Context: an optimization exercise on an open-source flow, tuned for small area, a short achievable clock period and few clock cycles per item. The choices shown serve that exercise and are no tape-out recipe. Function was checked by simulation only, so behaviour that the tests miss may differ from the original. Power figures rest on the tool's default switching activity, not on a simulated workload.

==> flow/constraint.sdc <==
create_clock -name core_clock -period 10.0 [get_ports {clock}]
set_input_delay 2.0000 -clock core_clock [delete_from_list [all_inputs] [get_ports {clock}]]
set_output_delay 2.0000 -clock core_clock [all_outputs]
set_load 0.01 [all_outputs]
==> flow/standard.sh <==
#!/bin/bash
# synth_recipe.tcl (not shown) runs the flow's synth.tcl, then flattens the netlist and writes it again
# the make line also repeats each setting of config.mk as NAME=value (left out here)
make -C /OpenROAD-flow-scripts/flow DESIGN_CONFIG=/design/flow/config.mk WORK_HOME=/design/flow/orfs CLKGATE_MAP_FILE= SYNTH_SCRIPT=/design/flow/synth_recipe.tcl "${@:-finish}"
==> flow/design.v <==
package pfbr_pkg;
   localparam int PANEL_WIDTH  = 128;
   localparam int PANEL_HEIGHT = 64;
   localparam int PAGE_COUNT   = (PANEL_HEIGHT + 7) / 8;
   localparam int STORE_BYTES  = PANEL_WIDTH * PAGE_COUNT;
   localparam int STORE_AW     = $clog2(STORE_BYTES);
   localparam int COL_W        = $clog2(PANEL_WIDTH);
   localparam int PAGE_W       = (PAGE_COUNT > 1) ? $clog2(PAGE_COUNT) : 1;
   localparam int RING_LEN     = 16;
   localparam int RING_LW      = $clog2(RING_LEN);
   localparam int RING_COUNT   = STORE_BYTES / RING_LEN;
   localparam int RING_W       = $clog2(RING_COUNT);
   localparam int SB_DEPTH     = 16;
   localparam int SB_W         = $clog2(SB_DEPTH);
   localparam logic [7:0] OP_PAGE      = 8'hB0;
   localparam logic [7:0] OP_COL_UPPER = 8'h10;
   localparam logic [7:0] OP_COL_LOWER = 8'h00;
   typedef enum logic [1:0] {
      CMD_SET_PIXEL  = 2'd0,
      CMD_GET_PIXEL  = 2'd1,
      CMD_WRITE_BYTE = 2'd2,
      CMD_REFRESH    = 2'd3
   } cmd_type;
   typedef enum logic [1:0] {
      PHASE_PAGE  = 2'd0,
      PHASE_UPPER = 2'd1,
      PHASE_LOWER = 2'd2,
      PHASE_DATA  = 2'd3
   } phase_type;
endpackage
module pfbr_ram #(
   parameter int WIDTH = 8,
   parameter int RINGS = 128,
   parameter int LEN   = 8,
   parameter int GROUP = 8,
   parameter int PARTS = 4
) (
   input  logic                        clock,
   input  logic                        wr_en,
   input  logic                        wr_all,
   input  logic [$clog2(RINGS)-1:0]    wr_ring,
   input  logic [WIDTH-1:0]            wr_data,
   input  logic [$clog2(RINGS)-1:0]    rd_ring,
   input  logic [PARTS-1:0][LEN-1:0]   rd_place_sel,    
   output logic [WIDTH-1:0]            rd_data
);
   localparam int GROUPS = RINGS / GROUP;
   logic [RINGS-1:0][LEN-1:0][WIDTH-1:0] place_ff;
   logic [GROUPS-1:0][WIDTH-1:0]         part_ff;
   logic [RINGS-1:0]                     wr_sel;
   logic [RINGS-1:0]                     rd_ring_sel;
   always_comb begin
      for (int r = 0; r < RINGS; r++) begin
         wr_sel[r]      = wr_all || (wr_en && (wr_ring == $clog2(RINGS)'(r)));
         rd_ring_sel[r] = (rd_ring == $clog2(RINGS)'(r));
      end
   end
   always_ff @(posedge clock) begin
      for (int r = 0; r < RINGS; r++) begin
         place_ff[r][0] <= wr_sel[r] ? wr_data
                                     : {place_ff[r][LEN-1][WIDTH-2:0], place_ff[r][LEN-1][WIDTH-1]};
         for (int k = 1; k < LEN; k++)
            place_ff[r][k] <= {place_ff[r][k-1][WIDTH-2:0], place_ff[r][k-1][WIDTH-1]};
      end
   end
   logic [RINGS-1:0][WIDTH-1:0]  ring_out;
   logic [GROUPS-1:0][WIDTH-1:0] part_in;
   always_comb begin
      for (int r = 0; r < RINGS; r++) begin
         ring_out[r] = '0;
         for (int k = 0; k < LEN; k++)
            ring_out[r] = ring_out[r] | (place_ff[r][k] & {WIDTH{rd_place_sel[r / (RINGS / PARTS)][k]}});
      end
      part_in = '0;
      for (int g = 0; g < GROUPS; g++)
         for (int i = 0; i < GROUP; i++)
            part_in[g] = part_in[g] | (ring_out[g*GROUP + i] & {WIDTH{rd_ring_sel[g*GROUP + i]}});
   end
   always_ff @(posedge clock) part_ff <= part_in;
   always_comb begin
      rd_data = '0;
      for (int g = 0; g < GROUPS; g++) rd_data = rd_data | part_ff[g];
   end
endmodule
module paged_framebuffer_refresh_top (
   input  logic        clock,
   input  logic        reset,
   input  logic        start,
   output logic        busy,
   input  logic [1:0]  req_command,
   input  logic [7:0]  req_x_coord,
   input  logic [7:0]  req_y_coord,
   input  logic        req_pixel_on,
   input  logic [9:0]  req_byte_index,
   input  logic [7:0]  req_byte_value,
   output logic        rsp_strobe,
   output logic        rsp_pixel_value,
   output logic        rsp_bus_valid,
   output logic        rsp_bus_is_data,
   output logic [7:0]  rsp_bus_byte,
   output logic        rsp_frame_done
);
   localparam int AW = pfbr_pkg::STORE_AW;
   localparam int LN = pfbr_pkg::RING_LEN;
   localparam int LW = pfbr_pkg::RING_LW;
   localparam int RW = pfbr_pkg::RING_W;
   localparam int SD = pfbr_pkg::SB_DEPTH;
   localparam int SW = pfbr_pkg::SB_W;
   logic          clear_ff;
   logic [LW:0]   clear_cnt_ff;
   logic [LW-1:0] phase_ff;           
   logic [LW-1:0] phase_next;         
   logic          busy_ff;
   assign busy = busy_ff;
   logic [SD-1:0] sb_valid;
   logic [RW-1:0] sb_ring [SD];
   logic [LW-1:0] sb_slot [SD];
   logic [7:0]    sb_byte [SD];
   logic          rt_valid;
   logic [SW-1:0] rt_entry;
   logic [RW-1:0] rt_ring;
   logic [7:0]    rt_byte;
   logic       a_valid;
   logic [1:0] a_cmd;
   logic [7:0] a_x, a_y;
   logic       a_on;
   logic [9:0] a_idx;
   logic [7:0] a_val;
   assign a_valid = start && !busy_ff;
   assign a_cmd   = req_command;
   assign a_x     = req_x_coord;
   assign a_y     = req_y_coord;
   assign a_on    = req_pixel_on;
   assign a_idx   = req_byte_index;
   assign a_val   = req_byte_value;
   logic [pfbr_pkg::PAGE_W-1:0] page_ff;
   pfbr_pkg::phase_type         rphase_ff;
   logic [pfbr_pkg::COL_W-1:0]  column_ff;
   logic a_refresh, a_in_range;
   logic [AW-1:0] a_addr;
   logic [RW-1:0] a_ring;
   logic [LW-1:0] a_slot;
   logic          a_we;
   logic [7:0]    a_cbyte;       
   logic          a_is_data, a_frame_done;
   assign a_refresh  = (a_cmd == pfbr_pkg::CMD_REFRESH);
   assign a_in_range = !a_x[7] && (a_y[7:6] == 2'b00);
   always_comb begin
      case (a_cmd)
         pfbr_pkg::CMD_SET_PIXEL, pfbr_pkg::CMD_GET_PIXEL: a_addr = {a_y[5:3], a_x[6:0]};
         pfbr_pkg::CMD_WRITE_BYTE:                         a_addr = a_idx;
         default:                                          a_addr = {page_ff, column_ff};
      endcase
   end
   assign a_ring = a_addr[AW-1:LW];
   assign a_slot = a_addr[LW-1:0] ^ a_addr[AW-1:AW-LW];
   assign a_we = a_valid && (((a_cmd == pfbr_pkg::CMD_SET_PIXEL) && a_in_range)
                             || (a_cmd == pfbr_pkg::CMD_WRITE_BYTE));
   always_comb begin
      case (rphase_ff)
         pfbr_pkg::PHASE_PAGE:  a_cbyte = pfbr_pkg::OP_PAGE | {5'h0, page_ff};
         pfbr_pkg::PHASE_UPPER: a_cbyte = pfbr_pkg::OP_COL_UPPER;
         default:               a_cbyte = pfbr_pkg::OP_COL_LOWER;
      endcase
   end
   assign a_is_data    = (rphase_ff == pfbr_pkg::PHASE_DATA);
   assign a_frame_done = a_is_data && (column_ff == '0) && (page_ff == '1);
   logic [7:0] a_val2;
   always_comb begin
      case (a_cmd)
         pfbr_pkg::CMD_SET_PIXEL, pfbr_pkg::CMD_GET_PIXEL: a_val2 = {3'b000, a_in_range, a_on, a_y[2:0]};
         pfbr_pkg::CMD_WRITE_BYTE:                         a_val2 = a_val;
         default:                                          a_val2 = a_cbyte;
      endcase
   end
   always_ff @(posedge clock) begin
      if (reset) begin
         page_ff   <= '0;
         rphase_ff <= pfbr_pkg::PHASE_PAGE;
         column_ff <= pfbr_pkg::COL_W'(pfbr_pkg::PANEL_WIDTH - 1);
      end else if (a_valid && a_refresh) begin
         unique case (rphase_ff)
            pfbr_pkg::PHASE_PAGE:  rphase_ff <= pfbr_pkg::PHASE_UPPER;
            pfbr_pkg::PHASE_UPPER: rphase_ff <= pfbr_pkg::PHASE_LOWER;
            pfbr_pkg::PHASE_LOWER: rphase_ff <= pfbr_pkg::PHASE_DATA;
            default: begin
               column_ff <= column_ff - 1'b1;
               if (column_ff == '0) begin
                  rphase_ff <= pfbr_pkg::PHASE_PAGE;
                  page_ff   <= page_ff + 1'b1;
               end
            end
         endcase
      end
   end
   logic          b1_valid, b1_we;
   logic [1:0]    b1_cmd;
   logic [RW-1:0] b1_ring;
   logic [LW-1:0] b1_slot;
   logic [LW-1:0] b1_place;
   logic [3:0][LN-1:0] b1_place_sel;  
   logic [7:0]    b1_val;           
   logic          b1_is_data, b1_frame_done;
   always_ff @(posedge clock) begin
      if (reset) begin
         b1_valid <= 1'b0;
         b1_we    <= 1'b0;
      end else begin
         b1_valid <= a_valid;
         b1_we    <= a_we;
      end
      b1_cmd        <= a_cmd;
      b1_ring       <= a_ring;
      b1_slot       <= a_slot;
      b1_place      <= phase_ff - a_slot;
      for (int p = 0; p < 4; p++)
         for (int k = 0; k < LN; k++)
            b1_place_sel[p][k] <= (a_ring[RW-1:RW-2] == 2'(p)) && ((phase_ff - a_slot) == LW'(k));
      b1_val        <= a_val2;
      b1_is_data    <= a_is_data;
      b1_frame_done <= a_frame_done;
   end
   logic [7:0] ram_rd_data;        
   pfbr_ram #(
      .WIDTH (8),
      .RINGS (pfbr_pkg::RING_COUNT),
      .LEN   (LN),
      .GROUP (8),
      .PARTS (4)
   ) u_frame_store (
      .clock     (clock),
      .wr_en     (rt_valid),
      .wr_all    (clear_ff),
      .wr_ring   (rt_ring),
      .wr_data   (clear_ff ? 8'h00 : rt_byte),
      .rd_ring   (b1_ring),
      .rd_place_sel (b1_place_sel),
      .rd_data   (ram_rd_data)
   );
   logic          c_valid, c_we;
   logic [1:0]    c_cmd;
   logic [RW-1:0] c_ring;
   logic [LW-1:0] c_slot;
   logic [7:0]    c_val;
   logic          c_is_data, c_frame_done;
   logic [7:0]    c_rdata;
   logic          c_hit;           
   logic [SW-1:0] c_entry;
   logic [7:0]    c_wdata;
   logic [SW-1:0] c_wentry;        
   logic [7:0]    c_mask;
   logic          b1_cmatch;
   logic          b1_sbhit;
   logic [SW-1:0] b1_sbentry;
   assign b1_cmatch = c_we && (c_ring == b1_ring) && (c_slot == b1_slot);
   always_comb begin
      b1_sbhit   = 1'b0;
      b1_sbentry = '0;
      for (int e = 0; e < SD; e++) begin
         if (sb_valid[e] && (sb_ring[e] == b1_ring) && (sb_slot[e] == b1_slot)) begin
            b1_sbhit   = 1'b1;
            b1_sbentry = SW'(e);
         end
      end
   end
   logic          b2_valid, b2_we;
   logic [1:0]    b2_cmd;
   logic [RW-1:0] b2_ring;
   logic [LW-1:0] b2_slot;
   logic [2:0]    b2_place;        
   logic [7:0]    b2_val;
   logic          b2_is_data, b2_frame_done;
   logic          b2_fwd;          
   logic [7:0]    b2_fwd_byte;
   logic          b2_hit;          
   logic [SW-1:0] b2_entry;
   always_ff @(posedge clock) begin
      if (reset) begin
         b2_valid <= 1'b0;
         b2_we    <= 1'b0;
      end else begin
         b2_valid <= b1_valid;
         b2_we    <= b1_we;
      end
      b2_cmd        <= b1_cmd;
      b2_ring       <= b1_ring;
      b2_slot       <= b1_slot;
      b2_place      <= b1_place[2:0];
      b2_val        <= b1_val;
      b2_is_data    <= b1_is_data;
      b2_frame_done <= b1_frame_done;
      b2_fwd        <= b1_cmatch || b1_sbhit;
      b2_fwd_byte   <= b1_cmatch ? c_wdata : sb_byte[b1_sbentry];
      b2_hit        <= b1_cmatch || (b1_sbhit && !(rt_valid && (rt_entry == b1_sbentry)));
      b2_entry      <= b1_cmatch ? c_wentry : b1_sbentry;
   end
   logic          b2_cmatch;
   logic [7:0]    b2_rdata;
   assign b2_cmatch = c_we && (c_ring == b2_ring) && (c_slot == b2_slot);
   always_comb begin
      if (b2_cmatch)   b2_rdata = c_wdata;
      else if (b2_fwd) b2_rdata = b2_fwd_byte;
      else             b2_rdata = {ram_rd_data, ram_rd_data} >> b2_place;
   end
   always_ff @(posedge clock) begin
      if (reset) begin
         c_valid <= 1'b0;
         c_we    <= 1'b0;
      end else begin
         c_valid <= b2_valid;
         c_we    <= b2_we;
      end
      c_cmd        <= b2_cmd;
      c_ring       <= b2_ring;
      c_slot       <= b2_slot;
      c_val        <= b2_val;
      c_is_data    <= b2_is_data;
      c_frame_done <= b2_frame_done;
      c_rdata      <= b2_rdata;
      c_hit        <= b2_cmatch || b2_hit;
      c_entry      <= b2_cmatch ? c_wentry : b2_entry;
   end
   assign c_mask = 8'(1) << c_val[2:0];
   always_comb begin
      if (c_cmd == pfbr_pkg::CMD_SET_PIXEL)
         c_wdata = c_val[3] ? (c_rdata | c_mask) : (c_rdata & ~c_mask);
      else
         c_wdata = c_val;
   end
   always_comb begin
      c_wentry = c_entry;
      if (!c_hit) begin
         c_wentry = '0;
         for (int e = SD - 1; e >= 0; e--) begin
            if (!sb_valid[e]) c_wentry = SW'(e);
         end
      end
   end
   logic          rt_next_valid;
   logic [SW-1:0] rt_next_entry;
   always_comb begin
      rt_next_valid = 1'b0;
      rt_next_entry = '0;
      for (int e = SD - 1; e >= 0; e--) begin
         if (sb_valid[e] && (sb_slot[e] == phase_next)) begin
            rt_next_valid = 1'b1;
            rt_next_entry = SW'(e);
         end
      end
   end
   logic [SW:0]   sb_used_ff;
   logic          sb_take, sb_free;
   logic [SW+1:0] sb_need;
   assign sb_take = c_we && !sb_valid[c_wentry];
   assign sb_free = rt_valid && !(c_we && (c_wentry == rt_entry));
   assign sb_need = (SW+2)'(sb_used_ff)
                  + (SW+2)'(c_we) + (SW+2)'(b2_we) + (SW+2)'(b1_we) + (SW+2)'(!busy_ff);
   always_ff @(posedge clock) begin
      if (reset) sb_used_ff <= '0;
      else       sb_used_ff <= sb_used_ff + (SW+1)'(sb_take) - (SW+1)'(sb_free);
   end
   always_ff @(posedge clock) begin
      if (reset) begin
         sb_valid <= '0;
         rt_valid <= 1'b0;
      end else begin
         for (int e = 0; e < SD; e++) begin
            if (c_we && (c_wentry == SW'(e)))
               sb_valid[e] <= 1'b1;
            else if (rt_valid && (rt_entry == SW'(e)))
               sb_valid[e] <= 1'b0;
         end
         rt_valid <= rt_next_valid;
      end
      rt_entry <= rt_next_entry;
      rt_ring  <= sb_ring[rt_next_entry];
      rt_byte  <= (c_we && (c_wentry == rt_next_entry)) ? c_wdata : sb_byte[rt_next_entry];
      for (int e = 0; e < SD; e++) begin
         if (c_we && (c_wentry == SW'(e))) begin
            sb_ring[e] <= c_ring;
            sb_slot[e] <= c_slot;
            sb_byte[e] <= c_wdata;
         end
      end
   end
   always_ff @(posedge clock) begin
      if (reset) begin
         phase_ff     <= '0;
         phase_next   <= LW'(1);
         clear_ff     <= 1'b1;
         clear_cnt_ff <= '0;
         busy_ff      <= 1'b1;
      end else begin
         phase_ff   <= phase_next;
         phase_next <= phase_next + 1'b1;
         if (clear_ff) begin
            clear_cnt_ff <= clear_cnt_ff + 1'b1;
            if (clear_cnt_ff == (LW+1)'(LN)) clear_ff <= 1'b0;
         end
         busy_ff <= (clear_ff && (clear_cnt_ff != (LW+1)'(LN)))
                 || (sb_need >= (SW+2)'(SD));
      end
   end
   logic       rsp_strobe_ff;
   logic       pixel_value_ff;
   logic       bus_valid_ff;
   logic       bus_is_data_ff;
   logic [7:0] bus_byte_ff;
   logic       frame_done_ff;
   always_ff @(posedge clock) begin
      if (reset) rsp_strobe_ff <= 1'b0;
      else       rsp_strobe_ff <= c_valid;
   end
   always_ff @(posedge clock) begin
      pixel_value_ff <= (c_cmd == pfbr_pkg::CMD_GET_PIXEL) && c_val[4] && c_rdata[c_val[2:0]];
      bus_valid_ff   <= (c_cmd == pfbr_pkg::CMD_REFRESH);
      bus_is_data_ff <= (c_cmd == pfbr_pkg::CMD_REFRESH) && c_is_data;
      if (c_cmd != pfbr_pkg::CMD_REFRESH) bus_byte_ff <= 8'h00;
      else if (c_is_data)                 bus_byte_ff <= c_rdata;
      else                                bus_byte_ff <= c_val;
      frame_done_ff  <= (c_cmd == pfbr_pkg::CMD_REFRESH) && c_frame_done;
   end
   assign rsp_strobe      = rsp_strobe_ff;
   assign rsp_pixel_value = pixel_value_ff;
   assign rsp_bus_valid   = bus_valid_ff;
   assign rsp_bus_is_data = bus_is_data_ff;
   assign rsp_bus_byte    = bus_byte_ff;
   assign rsp_frame_done  = frame_done_ff;
endmodule
==> flow/config.mk <==
export PLATFORM = sky130hd
export DESIGN_NAME = paged_framebuffer_refresh_top
export DESIGN_NICKNAME = paged_framebuffer_refresh_top
export VERILOG_FILES = /design/flow/design.v
export SDC_FILE = /design/flow/constraint.sdc
export NUM_CORES = 8
export LEC_CHECK = 0
export CAP_MARGIN = 20
export CORE_MARGIN = 2
export CORE_UTILIZATION = 50
export CTS_CLUSTER_DIAMETER = 100
export CTS_CLUSTER_SIZE = 24
export SETUP_SLACK_MARGIN = 5
export SLEW_MARGIN = 20
export SYNTH_MEMORY_MAX_BITS = 16384
==> flow/flow/run.sh <==
#!/bin/bash
set -euo pipefail
W=$PWD
MARGIN=${MARGIN:-6.7}

bash standard.sh synth > synth.log 2>&1

make -C "$FLOW_HOME" DESIGN_CONFIG="$FLOW_CONFIG" WORK_HOME="$W/orfs" CLKGATE_MAP_FILE= \
   SYNTH_SCRIPT="$W/synth_recipe.tcl" SETUP_SLACK_MARGIN=$MARGIN finish > layout.log 2>&1

R=$W/orfs/results/$FLOW_PLATFORM/paged_framebuffer_refresh_top/base
: # left out here: write the final layout as DEF
==> results of run 1 <==
## flip-flops by register name (all words and copies together), names as in the netlist, 16 cells and up
register and count:
sb_slot 64, u_frame_store.place_ff 8192, sb_valid 16, u_frame_store.part_ff 64, sb_ring 96, sb_byte 128
b1_place_sel 64
## cell families (layout without fill, tap and decap cells)
logic type / count (synthesis) / count (layout)
AO/OA/AOI/OAI: 5140 / 5140
XOR/XNOR: 276 / 276
adder cells (fa/ha/maj): 27 / 27
buffers and inverters: 1278 / 1197
flip-flops: 8793 / 8793
multiplexers: 257 / 257
other: 0 / 19
AND/OR/NAND/NOR: 3043 / 3043
## placed cells by master, fill, tap and decap left out, types with 173 or more instances in the layout
cell type / instances
sky130_fd_sc_hd__nand3_1: 854
sky130_fd_sc_hd__clkbuf_16: 425
sky130_fd_sc_hd__a22oi_1: 2178
sky130_fd_sc_hd__nor2_1: 637
sky130_fd_sc_hd__nand4_1: 384
sky130_fd_sc_hd__mux2i_1: 223
sky130_fd_sc_hd__dfxtp_1: 8402
sky130_fd_sc_hd__a21oi_1: 420
sky130_fd_sc_hd__xnor2_1: 192
sky130_fd_sc_hd__a22o_1: 983
sky130_fd_sc_hd__nand2_1: 598
sky130_fd_sc_hd__a31oi_1: 173
sky130_fd_sc_hd__edfxtp_1: 288
sky130_fd_sc_hd__buf_4: 396
sky130_fd_sc_hd__a221oi_1: 972
## how the worst min path moves through the flow
stage / startpoint / end / cells past startpoint
after floorplan: b1_cmd[0] / b2_cmd[0] / 0
final: b1_val[5] / b2_val[5] / 0
after global routing: u_frame_store.place_ff[1284] / u_frame_store.place_ff[1293] / 0
after detailed placement: b1_val[1] / b2_val[1] / 0
after CTS: b1_val[5] / b2_val[5] / 0
after global placement: b2_frame_done / c_frame_done / 0
## layout make-up
class,instances,area share
Clock inverter,24,0.00133
Antenna cell,19,0.000177
Tap cell,6450,0.0301
Sequential cell,8793,0.669
Timing Repair Buffer,665,0.0271
Multi-Input combinational cell,8743,0.232
Inverter,60,0.00102
Clock buffer,448,0.0395
## per-layer routing
layer	part of all wire	global-route usage
met4	0.051	0.142
met3	0.096	0.0655
met5	0.00025	0
met2	0.44	0.503
met1	0.41	0.450
## power groups by stage
stage / sequential (mW) / combinational, mW / clock (mW)
6_report: 35.5 / 1.79 / 18.4
5_1_grt: 35.5 / 1.81 / 19.7
4_1_cts: 35.5 / 1.57 / 18.5
3_5_place_dp: 36.3 / 1.39 / 0
3_3_place_gp: 36.3 / 1.39 / 0
2_1_floorplan: 36.1 / 0.818 / 0
## repair_timing
item,4_1_cts,5_1_grt
setup endpoints to repair,285,217
pin swaps,138,126
buffers inserted,183,93
cloned,17,7
resized for setup,446,296
==> impl_summary.log, run 1 <==
INFO  metric ff2ff_setup_slack = 6490 ps
INFO  metric initialDrtViolationCount = 21400
INFO  metric timing.critical_path.from = busy_ff
INFO  metric final.min_clock_period = 3560 ps
INFO  metric synth.area.mux_share = 0.0110
INFO  metric die_height = 702 um
INFO  metric critPathSlowestCell = sky130_fd_sc_hd__dfxtp_4
INFO  metric wl_per_cell = 33.5 um
INFO  metric report.power.total = 55.7 mW
INFO  metric dieArea = 493000 um^2
INFO  metric synth.yosys.warnings = 5
INFO  metric die-width = 702 um
INFO  metric power.clock.fraction = 0.330
INFO  metric timing.critical_path.to = busy
INFO  metric share_of_cells_above_drive_strength_1 = 0.0855
INFO  metric final_hold_viol_count = 0
INFO  metric synthDominantCellAreaShare = 0.699
INFO  metric final.period_utilization = 0.356
INFO  metric placement.cell_area = 251000 um^2
INFO  metric clock_tree.buffer_depth = 4
INFO  metric crit_fanout = 2
INFO  metric hold_buffers_post_cts = 0
INFO  metric detail_route.wirelength = 844 mm
INFO  metric detail_route.first_pass.iterations = 6
INFO  metric num-nets-final = 18700
INFO  metric combined_area_of_the_multi_input_logic_cells = 62200 um^2
INFO  metric grt_max_degree = 102
INFO  metric largest_delay_contributor_family_on_the_critical_path = flip-flops
INFO  metric yosys-top-cells-count = sky130_fd_sc_hd__dfxtp_1 (8505), sky130_fd_sc_hd__a22oi_1 (2182), sky130_fd_sc_hd__a22o_1 (983), sky130_fd_sc_hd__a221oi_1 (982), sky130_fd_sc_hd__nand3_1 (866)
INFO  metric crit_path_max_incr_delay = 400 ps
INFO  metric mean_area_per_synthesized_cell = 13.0 um^2
INFO  metric synth_async_sr_flop_share = 0
INFO  metric unrepaired_setup_endpoints_after_global_routing = yes
INFO  metric synth_flop_cell = sky130_fd_sc_hd__dfxtp_1
INFO  metric worst_ep_required_time = 8000 ps
INFO  metric mappedNetlistNets = 18900
INFO  metric synth_enable_flop_cells = 288
INFO  metric synth.most_common_cell = sky130_fd_sc_hd__dfxtp_1
INFO  metric synth_xor_xnor_area_share = 0.00995
INFO  metric synth_area_leaders = sky130_fd_sc_hd__dfxtp_1 (70%), sky130_fd_sc_hd__a22oi_1 (6.7%), sky130_fd_sc_hd__edfxtp_1 (3.5%)
INFO  metric start_util = 0.502
INFO  metric post_synth_fa_ha_maj_area_fraction = 0.00148
INFO  metric p_sw_frac = 0.222
INFO  metric first_pass_grt_wire_length = 1170 mm
INFO  metric maxCapViolCount = 0
INFO  metric design.portCount = 54
INFO  metric place_hpwl = 528 mm
INFO  metric layout.cells.non_filler = 25200
INFO  metric clock.fmax = 0.281 GHz
INFO  metric wp_data_arrival = 1560 ps
INFO  metric netlist_area = 244000 um^2
INFO  metric reg2regPathDepth = 4
INFO  metric cts.htree.levels = 5
INFO  metric tritoncts_num_sinks = 8793
INFO  metric synthCells = 18800
INFO  metric clkSlewWorstSetupHoldPaths = 90 ps
INFO  metric finish.utilization = 0.552
INFO  metric setup-tns-final = 0 ps
INFO  metric tritoncts.num_buffers = 408
INFO  metric critical_path.cell_chain = buf_6
INFO  metric placed_cells = 24400
INFO  metric floorplan.core_area = 486000 um^2
INFO  metric synth_top_family_by_area = compound AO/OA/AOI/OAI gates
INFO  metric power_report.internal_total = 43.3 mW
INFO  metric status = complete, no violations
INFO  metric row_count = 256
INFO  metric root_buffer = sky130_fd_sc_hd__clkbuf_16
INFO  metric power_frac_seq = 0.638
INFO  metric whs = 313 ps
INFO  metric vias_in_the_first_global_route = 159000
INFO  metric timing_worst_setup_path_type = reg -> out
INFO  metric total_leakage_power = 95.0 nW
INFO  metric route.vias.total = 163000
INFO  metric synthSimpleGateAreaFrac = 0.0606
INFO  metric ff_latch_area = 179000 um^2
INFO  metric timing.final.max_slew_violations = 0
INFO  metric critical_path_cell_count = 1
INFO  metric worstPathBufferInverterCount = 1
INFO  metric drtAntennaViolNets = 0
INFO  metric timing.final.setup_violations = 0
INFO  metric synth_sequential_area_ratio = 0.734
INFO  metric clock_tree_from_tritoncts = built
INFO  metric routed_vias_inst = 6.45
INFO  metric power.net_switching = 12.3 mW
INFO  metric ir_drop = 0.161 mV
INFO  metric drc = 0
INFO  metric synth_compound_gate_area_share = 0.162
INFO  metric place.gp.congestion = 0.962
INFO  metric slew-limit-headroom = 0.193
INFO  metric timing.clock.skew = 45.4 ps
INFO  metric insertion_delay = 1080 ps
INFO  metric buffer_ports.inserted = 53
INFO  metric cp-start-kind = register
INFO  metric pwr_cell_area = 208 nW/um^2
INFO  metric pre_cts_ws = 3600 ps
INFO  metric area.growth.synth_to_final = 10.0%
INFO  metric rr_endpoint = u_frame_store.place_ff[1927]
INFO  metric reg2reg_from = rt_ring[2]
INFO  metric comb_power_share = 0.032
INFO  metric synth_cell_type_count = 97
INFO  metric tightest_slew = 1210 ps
INFO  metric gr-usage-all-layers = 0.327
INFO  metric fin_area = 268000 um^2
INFO  metric synth.largest_area_cell = sky130_fd_sc_hd__dfxtp_1
INFO  metric yosys_register_bits = 8793
INFO  metric post-route-worst-setup-slack = 6440 ps
INFO  metric number_of_antenna_violations_at_the_first_check_in_global_routing = 51
INFO  metric fillers = 40000
INFO  metric aggregate_global_routing_overflow = 0
INFO  metric min-delay-path-class = reg -> reg
INFO  metric critPathCaptureType = output port
Testbench counts, summed over its fixed seeds: cycles 42,267, items 41,952.
==> run 2: changes to the inputs <==
--- a/flow/design.v
+++ b/flow/design.v
@@ -225,7 +225,7 @@
       .WIDTH (8),
       .RINGS (pfbr_pkg::RING_COUNT),
       .LEN   (LN),
-      .GROUP (8),
+      .GROUP (16),
       .PARTS (4)
    ) u_frame_store (
       .clock     (clock),
==> run 2 against run 1 <==
Effect of this change:
- still clean
- sequential power about the same
- sequential share of layout area increased by 0.12 points
- wire length is 0.54% higher
- critical path depth stayed put
- global-route usage up 0.19 points
- area after synthesis is 0.35% lower
- design area is 0.53% lower
- hold slack worse by 8.6 ps
- combinational power fell by 6%
- setup slack got worse by 47 ps
- maximum frequency fell by 1.3%
- synthesized cell count down 1.5%
- largest cell class unchanged
- highest routed layer unchanged
==> impl_summary.log, run 2 <==
INFO  metric status = complete, no violations
INFO  metric final_hold_viol_count = 0 (unchanged)
INFO  metric route.vias.total = 162000 (-0.49%)
INFO  metric yosys-top-cells-count = sky130_fd_sc_hd__dfxtp_1 (8473), sky130_fd_sc_hd__a22oi_1 (1744), sky130_fd_sc_hd__a221oi_1 (1207), sky130_fd_sc_hd__a22o_1 (1206), sky130_fd_sc_hd__clkbuf_1 (909)
INFO  metric tritoncts_num_sinks = 8761 (-0.36%)
INFO  metric synth_enable_flop_cells = 288 (unchanged)
INFO  metric critPathCaptureType = output port
INFO  metric unrepaired_setup_endpoints_after_global_routing = yes
INFO  metric wl_per_cell = 34.1 um (+1.8%)
INFO  metric pwr_cell_area = 208 nW/um^2 (+0.19%)
INFO  metric largest_reg_flops = 8192 (unchanged)
INFO  metric largest_delay_contributor_family_on_the_critical_path = flip-flops
INFO  metric gr-usage-all-layers = 0.329 (+0.00186)
INFO  metric cp-start-kind = register
INFO  metric drtAntennaViolNets = 0 (unchanged)
INFO  metric synth_flop_cell = sky130_fd_sc_hd__dfxtp_1
INFO  metric hold-path-endpoint = u_frame_store.place_ff[5054]
INFO  metric netlist_area = 243000 um^2 (-0.35%)
INFO  metric synth.largest_area_cell = sky130_fd_sc_hd__dfxtp_1
INFO  metric design.portCount = 54 (unchanged)
INFO  metric min-delay-path-class = reg -> reg
INFO  metric maxCapViolCount = 0 (unchanged)
INFO  metric cts.htree.levels = 5 (unchanged)
INFO  metric root_buffer = sky130_fd_sc_hd__clkbuf_16
INFO  metric area.growth.synth_to_final = 9.80%
INFO  metric setup-tns-final = 0 ps (unchanged)
INFO  metric ff2ff_setup_slack = 6480 ps (about the same)
INFO  metric place_hpwl = 537 mm (+1.7%)
INFO  metric clkSlewWorstSetupHoldPaths = 90 ps (about the same)
INFO  metric largest-register = u_frame_store.place_ff
INFO  metric whs_path_depth = 0 (unchanged)
INFO  metric timing_worst_setup_path_type = reg -> out
INFO  metric routed_vias_inst = 6.49 (+0.71%)
INFO  metric clock.fmax = 0.277 GHz (-1.3%)
INFO  metric initialDrtViolationCount = 21200 (-1.0%)
INFO  metric tritoncts.num_buffers = 406 (-0.49%)
INFO  metric number_of_antenna_violations_at_the_first_check_in_global_routing = 40 (-22%)
INFO  metric synth.most_common_cell = sky130_fd_sc_hd__dfxtp_1
INFO  metric critical_path.cell_chain = buf_6
INFO  metric detail_route.wirelength = 848 mm (+0.54%)
INFO  metric reg2regPathDepth = 8 (+4)
INFO  metric slew-limit-headroom = 0.208 (+0.0145)
INFO  metric die-width = 701 um (-0.17%)
INFO  metric most_frequent_cells_in_the_layout = sky130_fd_sc_hd__dfxtp_1 (8368), sky130_fd_sc_hd__a22oi_1 (1740), sky130_fd_sc_hd__a22o_1 (1206), sky130_fd_sc_hd__a221oi_1 (1199), sky130_fd_sc_hd__nand2_1 (605)
INFO  metric synth_area_leaders = sky130_fd_sc_hd__dfxtp_1 (70%), sky130_fd_sc_hd__a22oi_1 (5.4%), sky130_fd_sc_hd__a221oi_1 (4.4%)
INFO  metric hold_buffers_post_cts = 0 (unchanged)
INFO  metric clock_tree.buffer_depth = 4 (unchanged)
INFO  metric clock_tree_from_tritoncts = built
INFO  metric share_of_cells_above_drive_strength_1 = 0.0890 (+0.00350)
INFO  metric layout.cells.most_common = sky130_fd_sc_hd__dfxtp_1
INFO  metric synth_async_sr_flop_share = 0 (unchanged)
INFO  metric floorplan.core_area = 483000 um^2 (-0.59%)
INFO  metric vias_in_the_first_global_route = 158000 (-0.86%)
INFO  metric dieArea = 491000 um^2 (-0.35%)
INFO  metric crit_fanout = 2 (unchanged)
INFO  metric buffer_ports.inserted = 53 (unchanged)
INFO  metric yosys_register_bits = 8761 (-0.36%)
INFO  metric aggregate_global_routing_overflow = 0 (unchanged)
INFO  metric row_count = 255 (-0.39%)
INFO  metric synth.yosys.warnings = 5 (unchanged)
INFO  metric reg2reg_from = b1_ring[1]
INFO  metric first_pass_grt_wire_length = 1180 mm (+0.16%)
INFO  metric hold_path_startpoint = u_frame_store.place_ff[5045]
INFO  metric synth_sequential_area_ratio = 0.734 (about the same)
INFO  metric worst_ep_required_time = 8000 ps (about the same)
INFO  metric detail_route.first_pass.iterations = 18 (+12)
INFO  metric synth_cell_type_count = 91 (-6.2%)
INFO  metric whs = 305 ps (-8.56 ps)
INFO  metric num-nets-final = 18500 (-1.4%)
INFO  metric start_util = 0.503 (+0.00121)
INFO  metric timing.final.max_slew_violations = 0 (unchanged)
INFO  metric timing.clock.skew = 79.8 ps (+34.4 ps)
INFO  metric tightest_slew = 1190 ps (-20.0 ps)
INFO  metric place.gp.congestion = 0.928 (-3.5%)
INFO  metric critPathSlowestCell = sky130_fd_sc_hd__dfxtp_4
INFO  metric top_regs = u_frame_store.place_ff x8192, sb_byte x128, sb_ring x96
INFO  metric drc = 0 (unchanged)
INFO  metric final.min_clock_period = 3610 ps (+47.2 ps)
INFO  metric insertion_delay = 1070 ps (about the same)
INFO  metric synthDominantCellAreaShare = 0.698 (about the same)
INFO  metric crit_path_max_incr_delay = 410 ps (about the same)
INFO  metric ir_drop = 0.196 mV (+21%)
INFO  metric final.period_utilization = 0.361 (+0.00472)
INFO  metric die_height = 701 um (-0.17%)
INFO  metric synthCells = 18500 (-1.5%)
INFO  metric mappedNetlistNets = 18600 (-1.5%)
INFO  metric total_leakage_power = 92.8 nW (-2.3%)
INFO  metric timing.final.setup_violations = 0 (unchanged)
INFO  metric rr_endpoint = u_frame_store.part_ff[4]
INFO  metric wp_data_arrival = 1610 ps (+50 ps)
INFO  metric grt_max_degree = 116 (+14%)
INFO  metric worstPathBufferInverterCount = 1 (unchanged)
INFO  metric mean_area_per_synthesized_cell = 13.1 um^2 (+1.2%)
## run 2: changes by cell type after synthesis, sizes merged, moves of 156 or more
cell    before   now
a22o       983  1206
a221oi     982  1210
and3       149   339
nor2       730   560
a22oi     2182  1745
a31oi      181   337
nand3      866   597
## run 2: per-stage QoR
stage               std cells  instance area, um^2  worst slack, ps   util  total power, mW
finish                  24900               267000             6390  0.552             55.5
detailed placement      24100               250000             4020  0.518             37.6
CTS                     24700               264000             6330  0.546             55.3
floorplan               18500               243000             5940      -             36.8
global route            24900               267000             6290  0.552             56.8
global placement        24100               250000             3980  0.518             37.6
## run 2: per-layer routing
layer | global-route usage | part of all wire
met2 | 0.503 | 0.44
met4 | 0.144 | 0.049
met5 | 0 | 0.00029
met3 | 0.0721 | 0.10
met1 | 0.451 | 0.41
## run 2: worst max path at each step
stage	cells past startpoint	slack, ps	startpoint	endpoint
after floorplan	14	5940	req_command[0]	b1_place_sel[22]
after global placement	14	3980	req_command[0]	b1_place_sel[6]
after detailed placement	14	4020	req_command[0]	b1_place_sel[22]
after CTS	1	6330	busy_ff	busy
after global routing	18	6290	sb_valid[15]	sb_used_ff[4]
final	1	6390	busy_ff	busy
## run 2: final cells by class
class / count / area, um^2
timing repair buffer: 671 / 6720
fill: 40000 / 216000
clock buffer: 434 / 10400
sequential: 8761 / 179000
clock inverter: 30 / 546
inverter: 63 / 243
antenna: 20 / 50.0
tap: 6425 / 8040
multi-input combinational: 8498 / 62100
## run 2: cells by family (layout without fill, tap and decap cells)
| family | count (synthesis) | after routing | share of synthesized area |
|---|---|---|---|
| compound gates | 5209 | 5211 | 0.167 |
| mux | 264 | 264 | 0.0116 |
| simple gates | 2717 | 2719 | 0.0552 |
| other cells | 0 | 20 | 0 |
| flops | 8761 | 8761 | 0.734 |
| buf+inv | 1278 | 1198 | 0.0207 |
| xor+xnor | 277 | 277 | 0.00999 |
| fa+ha+maj | 27 | 27 | 0.00148 |
## run 2: power by group
part | switching (mW) | internal, mW
Sequential | 0.291 | 35.1
Clock | 10.9 | 7.50
Combinational | 1.25 | 0.437
Total | 12.4 | 43.1
## run 2: repair_timing
| action | 4_1_cts | 5_1_grt |
|---|---|---|
| resized for setup | 412 | 273 |
| pin swaps | 100 | 141 |
| cloned | 11 | 11 |
| endpoints found under the setup margin | 419 | 181 |
| setup buffers | 111 | 170 |
| hold endpoints to repair | 0 | 0 |
Testbench counts of run 2, summed over its fixed seeds: cycles 42,267, items 41,952.
==> run 3: changes to the inputs <==
--- a/flow/flow/run.sh
+++ b/flow/flow/run.sh
@@ -1,7 +1,7 @@
 #!/bin/bash
 set -euo pipefail
 W=$PWD
-MARGIN=${MARGIN:-6.7}
+MARGIN=${MARGIN:-6.85}
 
 bash standard.sh synth > synth.log 2>&1
 
==> run 3 against run 2 <==
Effect of this change:
- first-iteration DRC count up 4.8%
- wire length rose by 0.27%
- power about the same
- critical path depth up 16
- sequential cell count did not move
- critical endpoint is now sb_used_ff[4]
==> impl_summary.log, run 3 <==
INFO  metric first_pass_grt_wire_length = 1180 mm (+0.55%)
INFO  metric start_util = 0.503 (unchanged)
INFO  metric buffer_ports.inserted = 53 (unchanged)
INFO  metric top_regs = u_frame_store.place_ff x8192, sb_byte x128, sb_ring x96
INFO  metric critPathCaptureType = register
INFO  metric dieArea = 491000 um^2 (unchanged)
INFO  metric critPathSlowestCell = sky130_fd_sc_hd__mux4_2
INFO  metric design.portCount = 54 (unchanged)
INFO  metric largest-register = u_frame_store.place_ff
INFO  metric synthSimpleGateAreaFrac = 0.0552 (unchanged)
INFO  metric wp_data_arrival = 4560 ps (+2950 ps)
INFO  metric mappedNetlistNets = 18600 (unchanged)
INFO  metric floorplan.core_area = 483000 um^2 (unchanged)
INFO  metric netlist_area = 243000 um^2 (unchanged)
INFO  metric synthDominantCellAreaShare = 0.698 (unchanged)
INFO  metric slew-limit-headroom = 0.158 (-0.0498)
INFO  metric detail_route.wirelength = 851 mm (+0.27%)
INFO  metric synth_compound_gate_area_share = 0.167 (unchanged)
INFO  metric routed_vias_inst = 6.52 (+0.41%)
INFO  metric drc = 0 (unchanged)
INFO  metric number_of_antenna_violations_at_the_first_check_in_global_routing = 55 (+38%)
INFO  metric cts.htree.levels = 5 (unchanged)
INFO  metric synth.largest_area_cell = sky130_fd_sc_hd__dfxtp_1
INFO  metric maxCapViolCount = 0 (unchanged)
INFO  metric largest_reg_flops = 8192 (unchanged)
INFO  metric post_synth_fa_ha_maj_area_fraction = 0.00148 (unchanged)
INFO  metric drtAntennaViolNets = 0 (unchanged)
INFO  metric synth_sequential_area_ratio = 0.734 (unchanged)
INFO  metric worstPathBufferInverterCount = 3 (+2)
INFO  metric synth.yosys.warnings = 5 (unchanged)
INFO  metric layout.cells.most_common = sky130_fd_sc_hd__dfxtp_1
INFO  metric mean_area_per_synthesized_cell = 13.1 um^2 (unchanged)
INFO  metric critical_path.cell_chain = a31oi_1 > o211ai_1 > a31oi_2 > o31ai_4 > mux4_2 > nand3_2 > nand4b_1 > ha_4 > inv_2 > ha_4 > inv_2 > fa_2 > inv_1 > a21o_1 > a21oi_2 > xnor2_1 > nor2_1
INFO  metric clock.fmax = 0.276 GHz (-0.33%)
INFO  metric tritoncts.num_buffers = 406 (unchanged)
INFO  metric most_frequent_cells_in_the_layout = sky130_fd_sc_hd__dfxtp_1 (8362), sky130_fd_sc_hd__a22oi_1 (1737), sky130_fd_sc_hd__a22o_1 (1206), sky130_fd_sc_hd__a221oi_1 (1196), sky130_fd_sc_hd__nand2_1 (590)
INFO  metric detail_route.first_pass.iterations = 9 (-9)
INFO  metric cp-start-kind = register
INFO  metric aggregate_global_routing_overflow = 0 (unchanged)
INFO  metric synth_enable_flop_cells = 288 (unchanged)
INFO  metric clock_tree_from_tritoncts = built
INFO  metric timing_worst_setup_path_type = reg -> reg
INFO  metric p_sw_frac = 0.223 (-0.000253)
INFO  metric synth_async_sr_flop_share = 0 (unchanged)
INFO  metric final_hold_viol_count = 0 (unchanged)
INFO  metric placement.cell_area = 250000 um^2 (about the same)
INFO  metric crit_path_max_incr_delay = 550 ps (+140 ps)
INFO  metric synth_flop_cell = sky130_fd_sc_hd__dfxtp_1
INFO  metric yosys-top-cells-count = sky130_fd_sc_hd__dfxtp_1 (8473), sky130_fd_sc_hd__a22oi_1 (1744), sky130_fd_sc_hd__a221oi_1 (1207), sky130_fd_sc_hd__a22o_1 (1206), sky130_fd_sc_hd__clkbuf_1 (909)
INFO  metric comb_power_share = 0.030 (about the same)
INFO  metric wl_per_cell = 34.2 um (+0.39%)
INFO  metric initialDrtViolationCount = 22300 (+4.8%)
INFO  metric num-nets-final = 18400 (-0.17%)
INFO  metric clock_tree.buffer_depth = 4 (unchanged)
INFO  metric synth_area_leaders = sky130_fd_sc_hd__dfxtp_1 (70%), sky130_fd_sc_hd__a22oi_1 (5.4%), sky130_fd_sc_hd__a221oi_1 (4.4%)
INFO  metric synth.most_common_cell = sky130_fd_sc_hd__dfxtp_1
INFO  metric synth_xor_xnor_area_share = 0.00999 (unchanged)
INFO  metric die-width = 701 um (unchanged)
INFO  metric timing.final.max_slew_violations = 0 (unchanged)
INFO  metric power.clock.fraction = 0.331 (about the same)
INFO  metric crit_fanout = 7 (+5)
INFO  metric place.gp.congestion = 0.922 (-0.67%)
INFO  metric die_height = 701 um (unchanged)
INFO  metric root_buffer = sky130_fd_sc_hd__clkbuf_16
INFO  metric tritoncts_num_sinks = 8761 (unchanged)
INFO  metric power_report.internal_total = 43.0 mW (about the same)
INFO  metric synth_cell_type_count = 91 (unchanged)
INFO  metric setup-tns-final = 0 ps (unchanged)
INFO  metric timing.final.setup_violations = 0 (unchanged)
INFO  metric unrepaired_setup_endpoints_after_global_routing = yes
INFO  metric clkSlewWorstSetupHoldPaths = 100 ps (about the same)
INFO  metric status = complete, no violations
INFO  metric gr-usage-all-layers = 0.332 (+0.00243)
INFO  metric timing.clock.skew = 63.5 ps (-16.4 ps)
INFO  metric power_frac_seq = 0.639 (about the same)
INFO  metric total_leakage_power = 92.6 nW (-0.21%)
INFO  metric vias_in_the_first_global_route = 157000 (-0.38%)
INFO  metric largest_delay_contributor_family_on_the_critical_path = compound AO/OA/AOI/OAI gates
INFO  metric final.min_clock_period = 3620 ps (+12.0 ps)
INFO  metric worst_ep_required_time = 10930 ps (+2930 ps)
INFO  metric synth.area.mux_share = 0.0116 (unchanged)
INFO  metric share_of_cells_above_drive_strength_1 = 0.0905 (+0.00151)
INFO  metric pwr_cell_area = 208 nW/um^2 (-0.14%)
INFO  metric grt_max_degree = 116 (unchanged)
INFO  metric fin_area = 267000 um^2 (about the same)
INFO  metric route.vias.total = 162000 (+0.29%)
INFO  metric area.growth.synth_to_final = 9.86% (about the same)
INFO  metric row_count = 255 (unchanged)
INFO  metric place_hpwl = 541 mm (+0.74%)
INFO  metric yosys_register_bits = 8761 (unchanged)
INFO  metric insertion_delay = 1060 ps (about the same)
INFO  metric final.period_utilization = 0.362 (+0.00120)
INFO  metric synth_top_family_by_area = compound AO/OA/AOI/OAI gates
INFO  metric ir_drop = 0.178 mV (-9.2%)
INFO  metric power.net_switching = 12.4 mW (-0.20%)
INFO  metric synthCells = 18500 (unchanged)
INFO  metric tightest_slew = 1260 ps (+68.8 ps)
INFO  metric min-delay-path-class = reg -> reg
run 3: changes by cell type in the layout (fill, tap and decap cells not counted), moves of 8 or more:
cell,delta
sky130_fd_sc_hd__nor3_2,+8
sky130_fd_sc_hd__nand2_1,-15
sky130_fd_sc_hd__buf_6,+33
sky130_fd_sc_hd__nor3_1,-9
sky130_fd_sc_hd__nor2_1,-15
sky130_fd_sc_hd__xnor2_1,+13
sky130_fd_sc_hd__xnor2_2,-13
sky130_fd_sc_hd__a31oi_1,-10
sky130_fd_sc_hd__nand2_2,+10
sky130_fd_sc_hd__a31oi_2,+9
sky130_fd_sc_hd__nor2_2,+15
sky130_fd_sc_hd__buf_4,-53
run 3: final timing paths:
check,to,from,slack (ps),depth (start not counted)
max reg2reg,sb_used_ff[4],sb_valid[13],6380,17
min reg2reg,u_frame_store.place_ff[74],u_frame_store.place_ff[65],290,0
min,u_frame_store.place_ff[74],u_frame_store.place_ff[65],290,0
max,sb_used_ff[4],sb_valid[13],6380,17
run 3: logic make-up after synthesis:
family,count (synthesis)
AO/OA/AOI/OAI,5209
multiplexers,264
XOR/XNOR,277
flip-flops,8761
AND/OR/NAND/NOR,2717
buffers and inverters,1278
adder cells (fa/ha/maj),27
run 3: worst register-to-register path, cell delays in order, from the launching register on:
cell and delay (ps):
sky130_fd_sc_hd__dfxtp_4 420, sky130_fd_sc_hd__a31oi_1 100, sky130_fd_sc_hd__o211ai_1 280, sky130_fd_sc_hd__a31oi_2 180, sky130_fd_sc_hd__o31ai_4 280, sky130_fd_sc_hd__mux4_2 550, sky130_fd_sc_hd__nand3_2 90, sky130_fd_sc_hd__nand4b_1 260
sky130_fd_sc_hd__ha_4 370, sky130_fd_sc_hd__inv_2 40, sky130_fd_sc_hd__ha_4 150, sky130_fd_sc_hd__inv_2 50, sky130_fd_sc_hd__fa_2 200, sky130_fd_sc_hd__inv_1 40, sky130_fd_sc_hd__a21o_1 170, sky130_fd_sc_hd__a21oi_2 140
sky130_fd_sc_hd__xnor2_1 130, sky130_fd_sc_hd__nor2_1 50
run 3: metrics by stage:
step	setup slack, ps	instances	utilization	total power, mW	hold WS [ps]
floorplan	5940	18500	-	36.8	310
global placement	4020	24100	0.517	37.6	311
detailed placement	4110	24100	0.518	37.6	312
CTS	6360	24800	0.549	55.3	291
global route	6280	24900	0.552	56.7	317
finish	6380	24900	0.552	55.4	292
run 3: repair_timing:
action | 4_1_cts | 5_1_grt
gates cloned | 14 | 1
hold buffers | 0 | 0
setup endpoints to repair | 484 | 273
pin swaps | 154 | 101
setup buffers | 183 | 76
gates resized for setup | 587 | 204
run 3: power groups by stage:
| stage | Combinational [mW] | Clock (mW) | Sequential [mW] |
|---|---|---|---|
| 5_1_grt | 1.70 | 19.6 | 35.4 |
| 3_3_place_gp | 1.37 | 0 | 36.2 |
| 6_report | 1.69 | 18.3 | 35.4 |
| 4_1_cts | 1.56 | 18.3 | 35.4 |
| 2_1_floorplan | 0.813 | 0 | 36.0 |
| 3_5_place_dp | 1.36 | 0 | 36.2 |
run 3: final cells by class:
| type | instances | area (um^2) |
|---|---|---|
| fill | 39900 | 216000 |
| sequential | 8761 | 179000 |
| multi-input combinational | 8496 | 62400 |
| clock buffer | 438 | 10400 |
| tap | 6425 | 8040 |
| timing repair buffer | 641 | 6530 |
| clock inverter | 27 | 472 |
| inverter | 63 | 265 |
| antenna | 21 | 52.6 |
run 3: routing by layer:
layer	GRT usage	wire length, um	vias to the layer above	share of wire
li1	-	-	68300	-
met1	0.467	355000	82200	0.42
met2	0.499	369000	9844	0.43
met3	0.0711	89400	1760	0.11
met4	0.132	37100	34	0.044
met5	0	507	-	0.00060
==> run 4: changes to the inputs <==
--- a/flow/flow/run.sh
+++ b/flow/flow/run.sh
@@ -1,7 +1,7 @@
 #!/bin/bash
 set -euo pipefail
 W=$PWD
-MARGIN=${MARGIN:-6.85}
+MARGIN=${MARGIN:-6.7}
 
 bash standard.sh synth > synth.log 2>&1
 
--- a/flow/config.mk
+++ b/flow/config.mk
@@ -10,6 +10,7 @@
 export CORE_UTILIZATION = 50
 export CTS_CLUSTER_DIAMETER = 100
 export CTS_CLUSTER_SIZE = 24
+export GPL_ROUTABILITY_DRIVEN = 0
 export SETUP_SLACK_MARGIN = 5
 export SLEW_MARGIN = 20
 export SYNTH_MEMORY_MAX_BITS = 16384
==> run 4 against run 3 <==
Effect of this change:
- critical path depth decreased by 16
- still clean
- maximum frequency increased by 2.0%
- cell count about the same
- highest routed layer unchanged
- sequential share of layout area increased by 0.19 points
- register-to-register slack improved by 100 ps
- sequential power about the same
- area after synthesis unchanged
- largest cell class unchanged
- critical path type is now reg -> out
- clock-buffer cell count decreased by 3
- non-clock buffer count decreased by 17
- die area unchanged
- hold slack improved by 9.9 ps
==> impl_summary.log, run 4 <==
INFO  metric root_buffer = sky130_fd_sc_hd__clkbuf_16
INFO  metric design.portCount = 54 (unchanged)
INFO  metric synth_sequential_area_ratio = 0.734 (unchanged)
INFO  metric largest-register = u_frame_store.place_ff
INFO  metric ir_drop = 0.171 mV (-3.7%)
INFO  metric status = complete, no violations
INFO  metric synth_area_leaders = sky130_fd_sc_hd__dfxtp_1 (70%), sky130_fd_sc_hd__a22oi_1 (5.4%), sky130_fd_sc_hd__a221oi_1 (4.4%)
INFO  metric synth_flop_cell = sky130_fd_sc_hd__dfxtp_1
INFO  metric critical_path_cell_count = 1 (-16)
INFO  metric layout.cells.most_common = sky130_fd_sc_hd__dfxtp_1
INFO  metric reg2reg_from = sb_valid[14]
INFO  metric synthDominantCellAreaShare = 0.698 (unchanged)
INFO  metric synth.yosys.warnings = 5 (unchanged)
INFO  metric timing_worst_setup_path_type = reg -> out
INFO  metric vias_in_the_first_global_route = 158000 (+0.45%)
INFO  metric routed_vias_inst = 6.51 (-0.11%)
INFO  metric wl_per_cell = 34.3 um (+0.16%)
INFO  metric netlist_area = 243000 um^2 (unchanged)
INFO  metric post-route-worst-setup-slack = 6450 ps (+70.9 ps)
INFO  metric setup-tns-final = 0 ps (unchanged)
INFO  metric most_frequent_cells_in_the_layout = sky130_fd_sc_hd__dfxtp_1 (8361), sky130_fd_sc_hd__a22oi_1 (1736), sky130_fd_sc_hd__a22o_1 (1206), sky130_fd_sc_hd__a221oi_1 (1198), sky130_fd_sc_hd__nand2_1 (599)
INFO  metric report.power.total = 55.3 mW (-0.15%)
INFO  metric finish.utilization = 0.551 (-0.00153)
INFO  metric synth_cell_type_count = 91 (unchanged)
INFO  metric power.net_switching = 12.4 mW (-0.13%)
INFO  metric reg2regPathDepth = 21 (+4)
INFO  metric critical_path.cell_chain = buf_6
INFO  metric rr_endpoint = sb_used_ff[2]
INFO  metric synth_async_sr_flop_share = 0 (unchanged)
INFO  metric clock_tree.buffer_depth = 4 (unchanged)
INFO  metric pre_cts_ws = 4030 ps (-84.0 ps)
INFO  metric timing.final.max_slew_violations = 0 (unchanged)
INFO  metric placed_cells = 24100 (-0.054%)
INFO  metric timing.final.setup_violations = 0 (unchanged)
INFO  metric timing.clock.skew = 65.8 ps (+2.34 ps)
INFO  metric critPathSlowestCell = sky130_fd_sc_hd__dfxtp_4
INFO  metric floorplan.core_area = 483000 um^2 (unchanged)
INFO  metric synth.most_common_cell = sky130_fd_sc_hd__dfxtp_1
INFO  metric synth_top_family_by_area = compound AO/OA/AOI/OAI gates
INFO  metric place_hpwl = 539 mm (-0.45%)
INFO  metric min-delay-path-class = reg -> reg
INFO  metric row_count = 255 (unchanged)
INFO  metric route.vias.total = 162000 (-0.15%)
INFO  metric pwr_cell_area = 208 nW/um^2 (+0.13%)
INFO  metric area.growth.synth_to_final = 9.56%
INFO  metric num-nets-final = 18400 (-0.087%)
INFO  metric whs = 302 ps (+9.88 ps)
INFO  metric clock_tree_from_tritoncts = built
INFO  metric critPathCaptureType = output port
INFO  metric first_pass_grt_wire_length = 1180 mm (-0.23%)
INFO  metric largest_delay_contributor_family_on_the_critical_path = flip-flops
INFO  metric start_util = 0.503 (unchanged)
INFO  metric synth.area.mux_share = 0.0116 (unchanged)
INFO  metric cts.htree.levels = 5 (unchanged)
INFO  metric layout.cells.non_filler = 24900 (-0.048%)
INFO  metric yosys-top-cells-count = sky130_fd_sc_hd__dfxtp_1 (8473), sky130_fd_sc_hd__a22oi_1 (1744), sky130_fd_sc_hd__a221oi_1 (1207), sky130_fd_sc_hd__a22o_1 (1206), sky130_fd_sc_hd__clkbuf_1 (909)
INFO  metric yosys_register_bits = 8761 (unchanged)
INFO  metric p_sw_frac = 0.224 (about the same)
INFO  metric synth_compound_gate_area_share = 0.167 (unchanged)
INFO  metric synthSimpleGateAreaFrac = 0.0552 (unchanged)
INFO  metric clkSlewWorstSetupHoldPaths = 90 ps (about the same)
INFO  metric drtAntennaViolNets = 0 (unchanged)
INFO  metric gr-usage-all-layers = 0.331 (-0.00109)
INFO  metric ff2ff_setup_slack = 6480 ps (+100 ps)
INFO  metric crit_fanout = 2 (-5)
INFO  metric final.min_clock_period = 3550 ps (-70.9 ps)
INFO  metric cp-start-kind = register
INFO  metric drc = 0 (unchanged)
INFO  metric die-width = 701 um (unchanged)
INFO  metric detail_route.wirelength = 852 mm (+0.11%)
INFO  metric clock.fmax = 0.282 GHz (+2.0%)
INFO  metric mappedNetlistNets = 18600 (unchanged)
INFO  metric slew-limit-headroom = 0.158 (+0.000523)
INFO  metric top_regs = u_frame_store.place_ff x8192, sb_byte x128, sb_ring x96
INFO  metric tritoncts.num_buffers = 406 (unchanged)
INFO  metric initialDrtViolationCount = 22400 (+0.88%)
INFO  metric worst_ep_required_time = 8000 ps (-2930 ps)
INFO  metric hold_path_startpoint = u_frame_store.place_ff[5042]
INFO  metric whs_path_depth = 0 (unchanged)
INFO  metric combined_area_of_the_multi_input_logic_cells = 62000 um^2 (-0.63%)
INFO  metric synth.largest_area_cell = sky130_fd_sc_hd__dfxtp_1
INFO  metric aggregate_global_routing_overflow = 0 (unchanged)
INFO  metric maxCapViolCount = 0 (unchanged)
INFO  metric synth_xor_xnor_area_share = 0.00999 (unchanged)
INFO  metric insertion_delay = 1070 ps (about the same)
INFO  metric grt_max_degree = 101 (-13%)
INFO  metric power.clock.fraction = 0.330 (about the same)
INFO  metric tightest_slew = 1260 ps (+5.08 ps)
INFO  metric post_synth_fa_ha_maj_area_fraction = 0.00148 (unchanged)
INFO  metric crit_path_max_incr_delay = 400 ps (-150 ps)
INFO  metric largest_reg_flops = 8192 (unchanged)
INFO  metric total_leakage_power = 92.4 nW (-0.19%)
INFO  metric placement.cell_area = 250000 um^2 (about the same)
INFO  metric buffer_ports.inserted = 53 (unchanged)
INFO  metric wp_data_arrival = 1550 ps (-3010 ps)
INFO  metric synth_enable_flop_cells = 288 (unchanged)
INFO  metric unrepaired_setup_endpoints_after_global_routing = yes
INFO  metric power_frac_seq = 0.640 (about the same)
INFO  metric fin_area = 266000 um^2 (-0.28%)
INFO  metric die_height = 701 um (unchanged)
INFO  metric worstPathBufferInverterCount = 1 (-2)
INFO  metric synthCells = 18500 (unchanged)
INFO  metric ff_latch_area = 179000 um^2 (about the same)
INFO  metric tritoncts_num_sinks = 8761 (unchanged)
INFO  metric final_hold_viol_count = 0 (unchanged)
INFO  metric hold-path-endpoint = u_frame_store.place_ff[5051]
INFO  metric detail_route.first_pass.iterations = 7 (-2)
INFO  metric dieArea = 491000 um^2 (unchanged)
INFO  metric fillers = 40000 (+0.17%)
INFO  metric number_of_antenna_violations_at_the_first_check_in_global_routing = 42 (-24%)
INFO  metric power_report.internal_total = 43.0 mW (-0.15%)
INFO  metric final.period_utilization = 0.355 (-0.00709)
INFO  metric comb_power_share = 0.030 (about the same)
INFO  metric share_of_cells_above_drive_strength_1 = 0.0873 (-0.00324)
INFO  metric mean_area_per_synthesized_cell = 13.1 um^2 (unchanged)
-- run 4: area by class of cell --
class                      count  area share
inverter                      63    0.000908
sequential                  8761       0.671
tap                         6425      0.0302
timing repair buffer         624      0.0236
antenna                       24    0.000226
multi-input combinational   8497       0.233
clock inverter                31     0.00175
clock buffer                 435      0.0388
-- run 4: repair_timing --
item | 4_1_cts | 5_1_grt
gates cloned | 8 | 8
buffers inserted | 141 | 115
gates resized for setup | 373 | 313
hold buffers | 0 | 0
endpoints found under the setup margin | 543 | 173
pin swaps | 77 | 135
-- run 4: worst max path at each step --
stage                   start          endpoint
6_report              busy_ff              busy
5_1_grt          sb_valid[14]     sb_used_ff[4]
4_1_cts               busy_ff              busy
3_5_place_dp   req_command[0]  b1_place_sel[30]
3_3_place_gp   req_command[0]  b1_place_sel[22]
2_1_floorplan  req_command[0]  b1_place_sel[22]
-- run 4: logic make-up (layout without fill, tap and decap cells) --
logic type / count (synthesis) / after routing
other: 0 / 24
muxes: 264 / 264
and+or+nand+nor: 2717 / 2719
xor gates and xnor gates: 277 / 277
DFF: 8761 / 8761
buffers and inverters: 1278 / 1153
adders and majority gates: 27 / 27
AOI/OAI and AO/OA: 5209 / 5210
-- run 4: power by group through the flow --
stage | logic [mW] | clock network (mW) | registers (mW)
after global placement | 1.38 | 0 | 36.2
after detailed placement | 1.38 | 0 | 36.2
after CTS | 1.53 | 18.3 | 35.4
after global routing | 1.68 | 19.5 | 35.4
final | 1.67 | 18.2 | 35.4
after floorplan | 0.813 | 0 | 36.0
-- run 4: metal layers --
metal / up-vias / track usage / wire length [um]
li1: 68200 / - / -
met1: 81700 / 0.458 / 349000
met2: 10100 / 0.504 / 372000
met3: 1857 / 0.0678 / 89000
met4: 26 / 0.140 / 41400
met5: - / 0 / 191
==> run 5: changes to the inputs <==
--- a/flow/config.mk
+++ b/flow/config.mk
@@ -7,10 +7,9 @@
 export LEC_CHECK = 0
 export CAP_MARGIN = 20
 export CORE_MARGIN = 2
-export CORE_UTILIZATION = 50
+export CORE_UTILIZATION = 58
 export CTS_CLUSTER_DIAMETER = 100
 export CTS_CLUSTER_SIZE = 24
-export GPL_ROUTABILITY_DRIVEN = 0
 export SETUP_SLACK_MARGIN = 5
 export SLEW_MARGIN = 20
 export SYNTH_MEMORY_MAX_BITS = 16384
==> run 5 against run 4 <==
Effect of this change:
- global-route usage increased by 4.9 points
- critical path type unchanged
- largest cell class unchanged
- area after synthesis did not move
- critical path depth is the same
- power shrank 0.37%
- clock power barely moved
- synthesized cell count is the same
- largest power group unchanged
- via count decreased by 0.31%
- non-clock buffer count down 12
- combinational power hardly changed
- critical endpoint is now rsp_frame_done
- clock-buffer cell count up 6
- still clean
- maximum frequency decreased by 5.9%
==> impl_summary.log, run 5 <==
INFO  metric rr_endpoint = sb_used_ff[4]
INFO  metric final_hold_viol_count = 0 (unchanged)
INFO  metric netlist_area = 243000 um^2 (unchanged)
INFO  metric first_pass_grt_wire_length = 1170 mm (-1.0%)
INFO  metric critical_path.cell_chain = buf_6
INFO  metric drtAntennaViolNets = 0 (unchanged)
INFO  metric layout.cells.most_common = sky130_fd_sc_hd__dfxtp_1
INFO  metric fillers = 32200 (-19%)
INFO  metric insertion_delay = 1070 ps (about the same)
INFO  metric num-nets-final = 18400 (-0.071%)
INFO  metric tightest_slew = 1200 ps (-58.4 ps)
INFO  metric design.portCount = 54 (unchanged)
INFO  metric vias_in_the_first_global_route = 156000 (-1.0%)
INFO  metric place_hpwl = 534 mm (-0.93%)
INFO  metric synth_async_sr_flop_share = 0 (unchanged)
INFO  metric routed_vias_inst = 6.75 (+3.7%)
INFO  metric reg2regPathDepth = 17 (-19%)
INFO  metric detail_route.first_pass.iterations = 14 (+7)
INFO  metric layout.cells.non_filler = 23900 (-3.8%)
INFO  metric status = complete, no violations
INFO  metric root_buffer = sky130_fd_sc_hd__clkbuf_16
INFO  metric slew-limit-headroom = 0.194 (+0.0360)
INFO  metric initialDrtViolationCount = 21800 (-2.8%)
INFO  metric p_sw_frac = 0.221 (-0.00288)
INFO  metric min-delay-path-class = reg -> reg
INFO  metric dieArea = 424000 um^2 (-14%)
INFO  metric mappedNetlistNets = 18600 (unchanged)
INFO  metric synthCells = 18500 (unchanged)
INFO  metric critPathCaptureType = output port
INFO  metric unrepaired_setup_endpoints_after_global_routing = yes
INFO  metric tritoncts.num_buffers = 404 (-0.49%)
INFO  metric clock_tree.buffer_depth = 4 (unchanged)
INFO  metric placed_cells = 23200 (-3.8%)
INFO  metric worstPathBufferInverterCount = 1 (unchanged)
INFO  metric power.net_switching = 12.2 mW (-1.7%)
INFO  metric timing_worst_setup_path_type = reg -> out
INFO  metric power_frac_seq = 0.642 (+0.002)
INFO  metric largest-register = u_frame_store.place_ff
INFO  metric synth_cell_type_count = 91 (unchanged)
INFO  metric hold_path_startpoint = b2_ring[4]
INFO  metric post-route-worst-setup-slack = 6230 ps (-222 ps)
INFO  metric worst_ep_required_time = 8000 ps (about the same)
INFO  metric buffer_ports.inserted = 53 (unchanged)
INFO  metric yosys_register_bits = 8761 (unchanged)
INFO  metric reg2reg_from = sb_valid[12]
INFO  metric synth.most_common_cell = sky130_fd_sc_hd__dfxtp_1
INFO  metric critPathSlowestCell = sky130_fd_sc_hd__dfxtp_4
INFO  metric whs_path_depth = 0 (unchanged)
INFO  metric cts.htree.levels = 5 (unchanged)
INFO  metric synth_area_leaders = sky130_fd_sc_hd__dfxtp_1 (70%), sky130_fd_sc_hd__a22oi_1 (5.4%), sky130_fd_sc_hd__a221oi_1 (4.4%)
INFO  metric most_frequent_cells_in_the_layout = sky130_fd_sc_hd__dfxtp_1 (8365), sky130_fd_sc_hd__a22oi_1 (1739), sky130_fd_sc_hd__a22o_1 (1206), sky130_fd_sc_hd__a221oi_1 (1202), sky130_fd_sc_hd__nand2_1 (601)
INFO  metric synth_sequential_area_ratio = 0.734 (unchanged)
INFO  metric wl_per_cell = 35.2 um (+2.6%)
INFO  metric hold-path-endpoint = c_ring[4]
INFO  metric area.growth.synth_to_final = 8.79%
INFO  metric aggregate_global_routing_overflow = 0 (unchanged)
INFO  metric largest_reg_flops = 8192 (unchanged)
INFO  metric number_of_antenna_violations_at_the_first_check_in_global_routing = 38 (-9.5%)
INFO  metric synth_enable_flop_cells = 288 (unchanged)
INFO  metric setup-tns-final = 0 ps (unchanged)
INFO  metric pwr_cell_area = 209 nW/um^2 (+0.33%)
INFO  metric yosys-top-cells-count = sky130_fd_sc_hd__dfxtp_1 (8473), sky130_fd_sc_hd__a22oi_1 (1744), sky130_fd_sc_hd__a221oi_1 (1207), sky130_fd_sc_hd__a22o_1 (1206), sky130_fd_sc_hd__clkbuf_1 (909)
INFO  metric clock.fmax = 0.265 GHz (-5.9%)
INFO  metric ff2ff_setup_slack = 6460 ps (-20 ps)
INFO  metric crit_fanout = 1 (-1)
INFO  metric row_count = 237 (-7.1%)
INFO  metric wp_data_arrival = 1770 ps (+220 ps)
INFO  metric power.clock.fraction = 0.328 (-0.002)
INFO  metric start_util = 0.583 (+0.0797)
INFO  metric hold_buffers_post_cts = 0 (unchanged)
INFO  metric synthDominantCellAreaShare = 0.698 (unchanged)
[run 5: cell counts after synthesis]
No cell type changed its count.
[run 5: final cells by class]
| type | count | area [um^2] | share of cell area |
|---|---|---|---|
| tap | 5497 | 6880 | 0.0260 |
| multi-input combinational | 8498 | 61700 | 0.233 |
| antenna | 19 | 47.5 | 0.000180 |
| inverter | 63 | 246 | 0.000933 |
| clock buffer | 441 | 10400 | 0.0394 |
| clock inverter | 15 | 240 | 0.000909 |
| sequential | 8761 | 179000 | 0.676 |
| timing repair buffer | 612 | 6120 | 0.0232 |
[run 5: worst max-delay path by stage]
| stage | startpoint | to | cells after the start |
|---|---|---|---|
| 2_1_floorplan | req_command[0] | b1_place_sel[22] | 14 |
| 3_3_place_gp | req_command[0] | b1_place_sel[38] | 15 |
| 3_5_place_dp | req_command[0] | b1_place_sel[22] | 15 |
| 4_1_cts | frame_done_ff | rsp_frame_done | 1 |
| 5_1_grt | frame_done_ff | rsp_frame_done | 1 |
| 6_report | frame_done_ff | rsp_frame_done | 1 |
[run 5: power groups by stage]
stage	clock [mW]	combinational (mW)	sequential (mW)
after floorplan	0	0.813	36.0
after global placement	0	1.37	36.2
after detailed placement	0	1.37	36.2
after CTS	18.1	1.48	35.4
after global routing	19.3	1.67	35.4
final	18.1	1.65	35.4
[run 5: per-stage QoR]
step / utilization / hold slack (ps) / power, mW / instance area, um^2
floorplan: - / 310 / 36.8 / 243000
global placement: 0.597 / 312 / 37.6 / 249000
detailed placement: 0.597 / 312 / 37.6 / 249000
CTS: 0.628 / 321 / 55.0 / 262000
global route: 0.634 / 336 / 56.4 / 264000
finish: 0.634 / 321 / 55.1 / 264000
[run 5: logic make-up after synthesis]
group,synth area share
compound gates,0.167
xor+xnor,0.00999
fa+ha+maj,0.00148
buf+inv,0.0207
flops,0.734
mux,0.0116
simple gates,0.0552
[run 5: timing repair]
item | CTS | global route
buffers inserted | 102 | 114
pin swaps | 72 | 121
cloned | 11 | 9
endpoints found under the setup margin | 307 | 120
resized for setup | 344 | 262
[run 5: per-layer routing]
layer,GRT usage,routed length [um]
met5,0,212
met4,0.180,45600
met3,0.0789,86400
met2,0.574,365000
met1,0.524,343000

[re-timing with driven ports]
The results above use ideal ports. As a check the final layouts listed here were re-extracted and re-timed, cells and wires unchanged.
Step 1 sets driving cells, clkbuf_16 on the clock port and buf_2 on the other inputs (assumed; they add their load-dependent delay and slew).
Step 2, shift: input delay + t, output delay - t, t = (earliest + latest rising clock arrival at the registers) / 2. This alone moves slack from input paths to output paths.
a / b / c = ideal ports / drivers / drivers and shift; a / b = the first two.
run	shift t [ns]	setup slack, ns
run 1	1.169	6.437 / 6.318 / 5.336
run 2	1.163	6.390 / 6.265 / 5.416
run 3	1.156	6.378 / 6.290 / 5.328
run 4	1.154	6.449 / 6.322 / 5.483
run 5	1.151	6.227 / 6.118 / 5.361
After both steps setup and hold are still met in every run listed.
